This design comes from an exercise in tuning for a short achievable clock period and few clock cycles on the open sky130 flow, not from production work.
RTL that was checked went through simulation tests only; none was proved equivalent to the original.
No activity file was given, so power comes from the tool's default toggle rates.

==> job 4710 <==
// rv_core_top
module rv_core_top #(
   parameter logic [31:0] RESET_PC = '0    
) (
   input  wire         clk_i,
   input  wire         rst_i,
   input  wire         stall_i,
   input  wire  [31:0] inst_i,
   output wire  [31:0] inst_addr_o,
   output wire         wen_o,
   output wire  [3:0]  stb_o,
   output wire  [31:0] data_addr_o,
   output wire  [31:0] data_o
);
   localparam logic [6:0] OPC_OP     = 7'b0110011;
   localparam logic [6:0] OPC_OP_IMM = 7'b0010011;
   localparam logic [6:0] OPC_BRANCH = 7'b1100011;
   localparam logic [6:0] OPC_JAL    = 7'b1101111;
   localparam logic [6:0] OPC_JALR   = 7'b1100111;
   localparam logic [6:0] OPC_LUI    = 7'b0110111;
   localparam logic [6:0] OPC_AUIPC  = 7'b0010111;
   localparam logic [6:0] OPC_STORE  = 7'b0100011;
   logic [31:0] pc_q;
   logic [31:0] pc_plus4;
   logic [31:0] f_next;
   logic        d_valid;
   logic [31:1] d_rs1_oh;        
   logic [31:1] d_rs2_oh;
   logic        d_pred;          
   logic [31:0] d_inst;
   logic [31:0] d_pc;
   logic [31:0] d_pc4;
   logic        e_valid;
   logic [31:0] e_a;             
   logic [31:0] e_b;             
   logic [31:0] e_bx;            
   logic        e_cin;           
   logic [31:0] e_rs2;           
   logic [31:0] e_pc4;           
  ...
==> flow/config.mk <==
export PLATFORM = sky130hd
export DESIGN_NAME = rv_core_top
export DESIGN_NICKNAME = rv_core_top
export VERILOG_FILES = /design/flow/design.v
export SDC_FILE = /design/flow/constraint.sdc
export NUM_CORES = 4
export LEC_CHECK = 0
export CAP_MARGIN = 20
export CORE_MARGIN = 2
export CORE_UTILIZATION = 40
export SETUP_SLACK_MARGIN = 5
export SLEW_MARGIN = 20
export SYNTH_HIERARCHICAL = 1
export SYNTH_MINIMUM_KEEP_SIZE = 300
==> flow/constraint.sdc <==
create_clock -name core_clock -period 10.0 [get_ports {clk_i}]
set_input_delay 2.0000 -clock core_clock [delete_from_list [all_inputs] [get_ports {clk_i}]]
set_output_delay 2.0000 -clock core_clock [all_outputs]
set_load 0.01 [all_outputs]
standard.sh (not shown) runs the stock make flow with config.mk's settings and CLKGATE_MAP_FILE= SYNTH_SCRIPT=/design/flow/synth_recipe.tcl, a recipe that flattens the netlist after the stock synthesis.
==> flow/flow/run.sh <==
#!/bin/bash
set -euo pipefail
MARGIN=$(cat flow/margin.txt)
bash standard.sh SETUP_SLACK_MARGIN=$MARGIN finish > standard_flow.log 2>&1
==> flow/flow/margin.txt <==
7
==> inputs of job 5867, as changes to job 4710 <==
--- a/flow/design.v
+++ b/flow/design.v
@@ -84,14 +84,43 @@
       else              n_other = pc4_i;
    end
    assign n_take    = take_o && !early_i && !stall_i;
    assign pc_next_o = n_take ? n_tgt : n_other;
 endmodule
 `default_nettype wire
 `timescale 1ns/1ns
+`default_nettype none
+module br_cmp (
+   input  wire  [31:0] rd1_i,         
+   input  wire  [31:0] rd2_i,
+   input  wire  [31:0] w_data_i,      
+   input  wire         w1_i,          
+   input  wire         w2_i,
+   input  wire  [2:0]  f3_i,
+   input  wire         pred_i,        
+   output logic        mis_o          
+);
+   logic [31:0] a, b;
+   logic        eq, ltu, lt, cmp;
+   assign a = w1_i ? w_data_i : rd1_i;
+   assign b = w2_i ? w_data_i : rd2_i;
+   lt_tree #(.W(32)) u_ltu (.a_i (a), .b_i (b), .lt_o (ltu), .eq_o (eq));
+   lt_tree #(.W(32)) u_lt (
+      .a_i ({~a[31], a[30:0]}), .b_i ({~b[31], b[30:0]}), .lt_o (lt), .eq_o ()
+   );
+   always_comb begin
+      case (f3_i[2:1])
+         2'b00:   cmp = eq;
+         2'b10:   cmp = lt;
+         default: cmp = ltu;
+      endcase
+   end
+   assign mis_o = f3_i[0] ^ pred_i ^ cmp;
+endmodule
+`default_nettype wire
 `timescale 1ns/1ns
 `timescale 1ns/1ns
 `default_nettype none
 module ks_adder #(
    parameter int W = 32
 ) (
    input  wire  [W-1:0] a_i,
@@ -227,14 +256,17 @@
    logic [31:0] s_data;
    assign inst_addr_o = pc_q;
    ks_adder #(.W(32)) u_pc4 (
       .a_i (pc_q), .b_i (32'd4), .cin_i (1'b0), .sum_o (pc_plus4), .cout_o ()
    );
    logic [31:6] f_hi_p1, f_hi_m1;
    logic        d_auipc0;        
+   logic        d_isbr, d_isjal;   
+   logic        d_chkc;          
+   logic        d_short_q;       
    logic        d_wr;            
    logic        d_e1, d_e2;      
    logic        d_w1, d_w2;      
    logic [31:6] d_hi_p1, d_hi_m1;
    logic        f_take;
    logic [31:0] pc_next;
    logic        n_early;
@@ -288,14 +320,24 @@
       for (int i = 1; i < 32; i++) begin
          d_rs1_oh[i] <= inst_i[19:15] == 5'(i);
          d_rs2_oh[i] <= inst_i[24:20] == 5'(i);
       end
       d_hi_p1 <= f_hi_p1;
       d_hi_m1 <= f_hi_m1;
       d_auipc0 <= inst_i[6:0] == OPC_AUIPC && inst_i[31:12] == 20'd0 && inst_i[11:7] != 5'd0;
+      d_isbr   <= inst_i[6:0] == OPC_BRANCH;
+      d_isjal  <= inst_i[6:0] == OPC_JAL;
+      d_chkc   <= inst_i[6:0] == OPC_BRANCH && inst_i[14:13] == 2'b00 && inst_i[24:20] == 5'd0;
+      if (inst_i[6:0] == OPC_JAL)
+         d_short_q <= inst_i[30:26] == {5{inst_i[31]}} && inst_i[20] == inst_i[31] &&
+                      inst_i[19:12] == {8{inst_i[31]}};
+      else if (inst_i[6:0] == OPC_BRANCH)
+         d_short_q <= inst_i[30:26] == {5{inst_i[31]}} && inst_i[7] == inst_i[31];
+      else
+         d_short_q <= inst_i[30:26] == {5{inst_i[31]}};
       d_e1 <= d_wr && inst_i[19:15] == d_inst[11:7];
       d_e2 <= d_wr && inst_i[24:20] == d_inst[11:7];
       d_w1 <= e_valid && e_wen && inst_i[19:15] == e_rd;
       d_w2 <= e_valid && e_wen && inst_i[24:20] == e_rd;
    end
    logic [6:0]  opc;
    logic [2:0]  f3;
@@ -375,44 +417,37 @@
    );
    logic [31:0] nimm;
    logic        d_chk, d_zero, d_outcome, d_pred_x;
    logic        d_short, d_bad;
    ks_adder #(.W(32)) u_nimm (
       .a_i (~imm_i), .b_i (32'd0), .cin_i (1'b1), .sum_o (nimm), .cout_o ()
    );
-   assign d_chk      = is_branch && f3[2:1] == 2'b00 && rs2 == 5'd0 &&
-                       e_valid && d_e1 && e_addi;
+   assign d_chk      = d_chkc && e_valid && d_e1 && e_addi;
    assign d_zero     = e_a == e_nimm;
    assign d_outcome  = f3[0] ^ d_zero;
-   always_comb begin
-      if (is_jal)         d_short = d_inst[30:26] == {5{d_inst[31]}} && d_inst[20] == d_inst[31] &&
-                                    d_inst[19:12] == {8{d_inst[31]}};
-      else if (is_branch) d_short = d_inst[30:26] == {5{d_inst[31]}} && d_inst[7] == d_inst[31];
-      else                d_short = d_inst[30:26] == {5{d_inst[31]}};
-   end
-   assign d_bad      = d_pred && !d_short && (is_jal || is_branch);
+   assign d_short = d_short_q;
+   assign d_bad      = d_pred && !d_short && (d_isjal || d_isbr);
    assign d_pred_x   = d_chk ? d_outcome : d_pred;
    assign redirect_d = d_valid && !redirect_w && !redirect_e && !d_stall &&
                        (d_chk ? (d_outcome != d_pred || d_bad) : d_bad);
    logic        dep1, dep2;
-   logic        d_eq, d_lt, d_ltu, d_cmp;
+   logic        d_mis;
    assign dep1    = e_valid && d_e1;
    assign dep2    = e_valid && d_e2;
-   assign d_stall = d_valid && is_branch && !d_chk && (dep1 || dep2);
-   lt_tree #(.W(32)) u_ltu (.a_i (rf1), .b_i (rf2), .lt_o (d_ltu), .eq_o (d_eq));
-   lt_tree #(.W(32)) u_lt (
-      .a_i ({~rf1[31], rf1[30:0]}), .b_i ({~rf2[31], rf2[30:0]}), .lt_o (d_lt), .eq_o ()
+   assign d_stall = d_valid && d_isbr && !d_chk && (dep1 || dep2);
+   br_cmp u_brc (
+      .rd1_i    (rd1),
+      .rd2_i    (rd2),
+      .w_data_i (w_data),
+      .w1_i     (d_w1),
+      .w2_i     (d_w2),
+      .f3_i     (f3),
+      .pred_i   (d_pred),
+      .mis_o    (d_mis)
    );
-   always_comb begin
-      case (f3[2:1])
-         2'b00:   d_cmp = d_eq;
-         2'b10:   d_cmp = d_lt;
-         default: d_cmp = d_ltu;
-      endcase
-   end
    assign target_d   = d_chk ? (d_outcome ? tgt_b : d_pc4) : (is_jal ? tgt_j : tgt_b);
    always_ff @(posedge clk_i or posedge rst_i) begin
       if (rst_i) begin
          e_valid <= 1'b0;
       end else begin
          e_valid <= d_valid && !redirect_w && !redirect_e && !d_stall;
       end
@@ -421,15 +456,15 @@
       e_a      <= fa_sum ? sum : fa_lt ? {31'd0, ltv} : fa_oth ? other : a_d;
       e_b      <= fb_sum ? sum : fb_lt ? {31'd0, ltv} : fb_oth ? other : b_d;
       e_bx     <= {32{sub_d}} ^ (fb_sum ? sum : fb_lt ? {31'd0, ltv} : fb_oth ? other : b_d);
       e_cin    <= sub_d;
       e_rs2    <= fs_sum ? sum : fs_lt ? {31'd0, ltv} : fs_oth ? other : rf2;
       e_pc4    <= d_pc4;
       e_rtgt   <= d_pred_x ? d_pc4 : (is_jal ? tgt_j : tgt_b);
-      e_mis    <= is_branch && !d_chk && (f3[0] ^ d_pred_x ^ d_cmp);
+      e_mis    <= is_branch && !d_chk && d_mis;
       e_redir  <= is_jal && !d_pred;
       e_jr     <= is_jalr && !(d_pred && d_short);
       e_addi   <= is_opimm && f3 == 3'b000;
       e_nimm   <= nimm;
       e_store  <= is_store;
       e_sfmt   <= f3[1:0];
       e_wen    <= writes && (rd != 5'd0);
==> qor summary <==
Share of layout cells above drive strength 1: job 5867 0.280; job 4710 0.319
Switching power share of the total: job 5867 0.289; job 4710 0.288
Number of global-route vias before repair: job 5867 66200; job 4710 67700
Layout buffer count excluding clock buffers: job 5867 802; job 4710 1028
Pre-CTS setup slack: job 5867 4.62 ns; job 4710 4.68 ns
Register area: job 5867 0.0425 sq mm; job 4710 0.0425 sq mm
Area of the multi-input gates: job 5867 0.0374 sq mm; job 4710 0.0379 sq mm
Largest stage delay on the critical path: job 5867 0.45 ns; job 4710 0.36 ns
Highest Clock Rate: job 5867 264 MHz; job 4710 266 MHz
Status: job 5867 complete, no violations; job 4710 complete, no violations
Number of antenna diodes: job 5867 36; job 4710 28
Fraction of the mapped netlist area in compound gates: job 5867 0.182; job 4710 0.190
NetSw: job 5867 5.02 mW; job 4710 5.04 mW
Clk slew on worst S/H paths: job 5867 0.06 ns; job 4710 0.07 ns
Synthesized-area fraction occupied by xor and xnor cells: job 5867 0.0299; job 4710 0.0285
Fillers: job 5867 16800; job 4710 16100
Number of sequential cells: job 5867 1597; job 4710 1593
Initial detailed-routing violation count: job 5867 15200; job 4710 15800
Share of synthesized cell area in full adder, half adder and majority cells: job 5867 0.0382; job 4710 0.0387
Worst IR Drop VDD: job 5867 180 uV; job 4710 179 uV
Share of power burned in the clock network: job 5867 0.384; job 4710 0.379
Clock Buffer Count: job 5867 210; job 4710 245
Worst Hold Slack: job 5867 0.399 ns; job 4710 0.405 ns
Multi-input logic portion of the cell area: job 5867 0.379; job 4710 0.371
Non-clock buffers, area share: job 5867 0.0918; job 4710 0.117
Testbench counts of job 4710, summed over its fixed seeds: cycles 75,293.
Function not checked in job 5867: the RTL went through the layout flow alone.

-- port drivers added, routing unchanged --
No port has a modelled driver above. Below, the same layouts with a new extraction and two added sets of constraints. Step 1, drivers: a clkbuf_16 drives clk_i and a buf_2 each remaining input, both assumed. Step 2 also shifts input and output timing later by t, the mid clock arrival at the registers, as if the neighbouring blocks saw the same clock. Slacks: ideal ports / drivers / drivers and shift; pairs: ideal ports / drivers.
run | shift t [ns] | slack for setup (ns) | clock arrival spread, ns
job 4710 | 0.949 | 6.244 / 6.244 / 5.478 | 0.088 / 0.088
job 5867 | 0.939 | 6.216 / 6.216 / 5.645 | 0.052 / 0.052
After both steps every run listed still meets setup and hold. The setup slack of job 4710, which loses most, moves by 0.000 ns with the drivers and by -0.766 ns with both steps.
